From an optimization exercise on the open Yosys and OpenROAD flow, aimed at small area and a short achievable clock period; shortcuts taken in it are not production practice.
Function not checked in this run: the RTL went through the layout flow alone.
No activity file was given, so power comes from the tool's default toggle rates.

==> design/flow/design.v <==
package scope_capture_pkg;
   localparam int DISP_W = 8;
   typedef enum logic [2:0] {
      ST_IDLE,
      ST_PRE,
      ST_WAIT,
      ST_POST,
      ST_DONE
   } scope_state_e;
endpackage
module scope_ram #(
   parameter int ADDR_W = 9,
   parameter int DATA_W = 8
) (
   input  logic              clk,
   input  logic              rst,
   input  logic              shift,
   input  logic              hold,
   input  logic [DATA_W-1:0] wr_data,
   input  logic [ADDR_W-1:0] rd_addr,
   output logic [DATA_W-1:0] newest,
   output logic [DATA_W-1:0] rd_data
);
   localparam int DEPTH = 1 << ADDR_W;
   logic [DATA_W-1:0] stage [0:DEPTH-1];
   logic [DATA_W-1:0] rd_q;
   logic              inv_q;
   always_ff @(posedge clk or posedge rst) begin
      if (rst) inv_q <= 1'b0;
      else     inv_q <= ~inv_q;
   end
   always_ff @(posedge clk) begin
      stage[0] <= ~((stage[0] | {DATA_W{shift}}) &
                    ((wr_data ^ {DATA_W{inv_q}}) | {DATA_W{hold}}));
      for (int i = 1; i < DEPTH; i++)
         stage[i] <= ~((stage[i] | {DATA_W{shift}}) & (stage[i-1] | {DATA_W{hold}}));
   end
   always_ff @(posedge clk or posedge rst) begin
      if (rst) rd_q <= '0;
      else     rd_q <= stage[~rd_addr] ^ {DATA_W{inv_q}};
   end
   assign newest  = stage[0] ^ {DATA_W{inv_q}};
   assign rd_data = rd_q;
endmodule
import scope_capture_pkg::*;
module scope_capture #(
   parameter int ADDR_W  = 9,
   parameter int PRETRIG = 64,
   parameter int TIMEOUT = 4095
) (
   input  logic              clk,
   input  logic              reset,
   input  logic              sampleclk,
   input  logic [23:0]       snd_l,
   input  logic [23:0]       snd_r,
   input  logic              ch_sel,
   input  logic [7:0]        trig_level,
   input  logic              trig_rising,
   input  logic              arm,
   input  logic [ADDR_W-1:0] rd_addr,
   output logic [DISP_W-1:0] rd_data,
   output logic              busy,
   output logic              done,
   output logic              auto_trig
);
   localparam int DEPTH    = 1 << ADDR_W;
   localparam int POST_LEN = DEPTH - PRETRIG;
   localparam int CNT_W    = 12;
   localparam logic [CNT_W-1:0] PRE_LOAD  = CNT_W'(PRETRIG - 1);
   localparam logic [CNT_W-1:0] POST_LOAD = CNT_W'(POST_LEN - 2);
   localparam logic [CNT_W-1:0] TO_LOAD   = CNT_W'(TIMEOUT);
   logic              sync1_q, sync2_q, sync3_q;
   logic              busy_q, busy_d;
   logic              done_q, done_d;
   logic              pre_q, pre_d;
   logic              wait_q, wait_d;
   logic              trig_q, trig_d;
   logic              auto_q, auto_d;
   logic [CNT_W-1:0]  cnt_q, cnt_d;
   logic              shift_q, hold_q, shift_d;
   logic [DISP_W-1:0] wdata;    
   logic [DISP_W-1:0] prev;     
   logic [DISP_W-1:0] lvl;      
   logic [DISP_W-1:0] s_l, s_r;
   logic              prev_lt, prev_gt;
   logic              hit_l, hit_r, hit;
   logic              cnt_zero;
   logic              wait_tick;
   always_comb begin
      s_l   = {~snd_l[23], snd_l[22:16]};
      s_r   = {~snd_r[23], snd_r[22:16]};
      wdata = ch_sel ? s_r : s_l;
      lvl   = {~trig_level[7], trig_level[6:0]};
      prev_lt = prev < lvl;
      prev_gt = prev > lvl;
      hit_l = trig_rising ? (prev_lt && (s_l >= lvl)) : (prev_gt && (s_l <= lvl));
      hit_r = trig_rising ? (prev_lt && (s_r >= lvl)) : (prev_gt && (s_r <= lvl));
      hit   = ch_sel ? hit_r : hit_l;
      cnt_zero  = (cnt_q == '0);
      wait_tick = shift_q & wait_q;
      if (!busy_q) begin
         busy_d = arm;
         done_d = done_q & ~arm;
      end else begin
         busy_d = ~(shift_q & ~pre_q & ~wait_q & ~trig_q & cnt_zero);
         done_d = ~busy_d;
      end
      pre_d  = busy_q ? (pre_q & ~(shift_q & cnt_zero)) : arm;
      wait_d = busy_q & (wait_q ? ~(shift_q & (hit | cnt_zero))
                                : (pre_q & shift_q & cnt_zero));
      trig_d = wait_tick & (hit | cnt_zero);
      auto_d = busy_q ? (wait_tick ? (auto_q | (~hit & cnt_zero)) : auto_q)
                      : (auto_q & ~arm);
      if (!busy_q)
         cnt_d = PRE_LOAD;
      else if (trig_q)
         cnt_d = POST_LOAD;
      else if (shift_q)
         cnt_d = (pre_q & cnt_zero) ? TO_LOAD : cnt_q - 1'b1;
      else
         cnt_d = cnt_q;
      shift_d = sync2_q & ~sync3_q & busy_d;
   end
   always_ff @(posedge clk or posedge reset) begin
      if (reset) begin
         sync1_q <= 1'b0;
         sync2_q <= 1'b0;
         sync3_q <= 1'b0;
         busy_q  <= 1'b0;
         done_q  <= 1'b0;
         pre_q   <= 1'b0;
         wait_q  <= 1'b0;
         trig_q  <= 1'b0;
         auto_q  <= 1'b0;
         cnt_q   <= '0;
         shift_q <= 1'b0;
         hold_q  <= 1'b1;
      end else begin
         sync1_q <= sampleclk;
         sync2_q <= sync1_q;
         sync3_q <= sync2_q;
         busy_q  <= busy_d;
         done_q  <= done_d;
         pre_q   <= pre_d;
         wait_q  <= wait_d;
         trig_q  <= trig_d;
         auto_q  <= auto_d;
         cnt_q   <= cnt_d;
         shift_q <= shift_d;
         hold_q  <= ~shift_d;
      end
   end
   scope_ram #(
      .ADDR_W (ADDR_W),
      .DATA_W (DISP_W)
   ) u_ram (
      .clk     (clk),
      .rst     (reset),
      .shift   (shift_q),
      .hold    (hold_q),
      .wr_data (wdata),
      .rd_addr (rd_addr),
      .newest  (prev),
      .rd_data (rd_data)
   );
   assign busy      = busy_q;
   assign done      = done_q;
   assign auto_trig = auto_q;
endmodule
==> design/flow/run.sh <==
#!/bin/bash
# synth_recipe.tcl (not shown) runs the flow's synth.tcl, then flattens the netlist and writes it again
# the make line also repeats each setting of config.mk as NAME=value (left out here)
make -C /OpenROAD-flow-scripts/flow DESIGN_CONFIG=/design/flow/config.mk WORK_HOME=/design/flow/orfs CLKGATE_MAP_FILE= SYNTH_SCRIPT=/design/flow/synth_recipe.tcl finish
==> design/flow/config.mk <==
export PLATFORM = sky130hd
export DESIGN_NAME = scope_capture
export DESIGN_NICKNAME = scope_capture
export VERILOG_FILES = /design/flow/design.v
export SDC_FILE = /design/flow/constraint.sdc
export NUM_CORES = 4
export LEC_CHECK = 0
export CAP_MARGIN = 20
export CORE_MARGIN = 2
export CORE_UTILIZATION = 55
export SETUP_SLACK_MARGIN = 3.0
export SLEW_MARGIN = 20
==> design/flow/constraint.sdc <==
create_clock -name core_clock -period 6.0 [get_ports {clk}]
set_input_delay 1.2000 -clock core_clock [delete_from_list [all_inputs] [get_ports {clk}]]
set_output_delay 1.2000 -clock core_clock [all_outputs]
set_load 0.01 [all_outputs]
==> summary.txt <==
worst min path at each step:
stage,start,end,slack (ps)
CTS,sync1_q$_DFF_PP0_,sync2_q$_DFF_PP0_,350
global placement,sync1_q$_DFF_PP0_,sync2_q$_DFF_PP0_,330
detailed placement,sync1_q$_DFF_PP0_,sync2_q$_DFF_PP0_,340
floorplan,sync1_q$_DFF_PP0_,sync2_q$_DFF_PP0_,330
logic make-up after synthesis:
| logic type | after synthesis | share of synthesized area (%) |
|---|---|---|
| AO/OA/AOI/OAI | 6624 | 31.6 |
| XOR/XNOR | 29 | 0.178 |
| adder cells (fa/ha/maj) | 25 | 0.220 |
| buffers and inverters | 1382 | 3.92 |
| flip-flops | 4128 | 58.1 |
| multiplexers | 12 | 0.0843 |
| AND/OR/NAND/NOR | 1541 | 5.89 |
layer usage:
layer	global-route usage, %	GRT overflow
met2	102	4576
met3	89.9	1115
met1	93.5	1295
met5	79.7	128
met4	92.1	2080
cell usage after synthesis, types with 12 or more instances:
| cell type | instances |
|---|---|
| a2111oi_0 | 34 |
| a211oi_1 | 13 |
| a21oi_1 | 149 |
| a221o_1 | 77 |
| a221oi_1 | 100 |
| a222oi_1 | 82 |
| a22o_1 | 247 |
| a22oi_1 | 1235 |
| a31oi_1 | 31 |
| a32o_1 | 31 |
| a32oi_1 | 145 |
| and3_1 | 35 |
| and4_1 | 36 |
| buf_1 | 175 |
| buf_2 | 144 |
| buf_4 | 20 |
| buf_6 | 18 |
| clkbuf_1 | 1006 |
| dfrtp_1 | 31 |
| dfxtp_1 | 4096 |
| ha_1 | 25 |
| inv_1 | 16 |
| mux2i_1 | 12 |
| nand2_1 | 232 |
| nand3_1 | 120 |
| nand4_1 | 195 |
| nor2_1 | 218 |
| nor3_1 | 376 |
| nor4_1 | 154 |
| nor4bb_1 | 13 |
| o2111ai_1 | 15 |
| o211ai_1 | 23 |
| o21ai_0 | 71 |
| o22a_1 | 12 |
| o22ai_1 | 4291 |
| o2bb2ai_1 | 20 |
| or4_1 | 41 |
| xnor2_1 | 18 |
power by group through the flow:
stage	clock network [W]	logic [W]	registers (W)
3_3_place_gp	0	0.00639	0.0420
4_1_cts	0.0267	0.00703	0.0417
2_1_floorplan	0	0.00478	0.0377
3_5_place_dp	0	0.00673	0.0421
repair_timing:
item,4_1_cts
gates resized for setup,401
buffers inserted,260
setup endpoints to repair,22
gates cloned,14
pin swaps,95
per-stage QoR:
| stage | hold slack (ps) | instances | cell area [µm²] | worst slack [ps] |
|---|---|---|---|---|
| 4_1_cts | 351 | 18100 | 175000 | 2100 |
| 3_5_place_dp | 337 | 17100 | 156000 | -334 |
| 3_3_place_gp | 333 | 17100 | 156000 | -269 |
| 2_1_floorplan | 331 | 13700 | 143000 | 2120 |
==> impl_metrics.yaml <==
status:
  run_status: "did not finish"
  haltStage: "global routing (5_1_grt)"
  tool.error: "[ERROR GRT-0116] Global routing finished with congestion. Check the congestion regions in the DRC Viewer."
synth:
  syn_area_um2: 143000
  async_flop_share_pct: 0.775
  yosys.area.top_type: "dfxtp_1"
  synth-edff-count: 0
  syn_inst: 13700
  syn_avg_cell_area_um2: 10.4
  synth.net_count: 13800
  ys_seq_elements: 4128
  synth_top_area_share_pct: 57.5
  synth_cell_type_count: 89
  synth-warning-count: 3
  synth-main-ff-cell: "dfxtp_1"
  synth_area_leaders: "dfxtp_1 58%, o22ai_1 19%, a22oi_1 6.5%"
  ys_seq_area_share_pct: 58.1
floorplan:
  io_pins: 82
  die_h_um: 513
  start_util_pct: 55.4
  fp-row-count: 186
  die-width_um: 513
place:
  portBuffers: 49
  gp_congestion: 1.48
  hpwlAfterDp_um: 812000
clock_tree:
  cts_hold_buf: 0
  clock_path_buffers: 4
  cts_root_buf: "clkbuf_16"
  cts_buffers: 414
  clkSinkCount: 4128
  htreeDepth: 5
global_routing:
  grt-ovfl-total: 9194
  track_usage_pct: 94.7
  grt_first_pass_wirelength_um: 1740000
  grt_pass1_vias: 169000
  grt_max_degree: 262
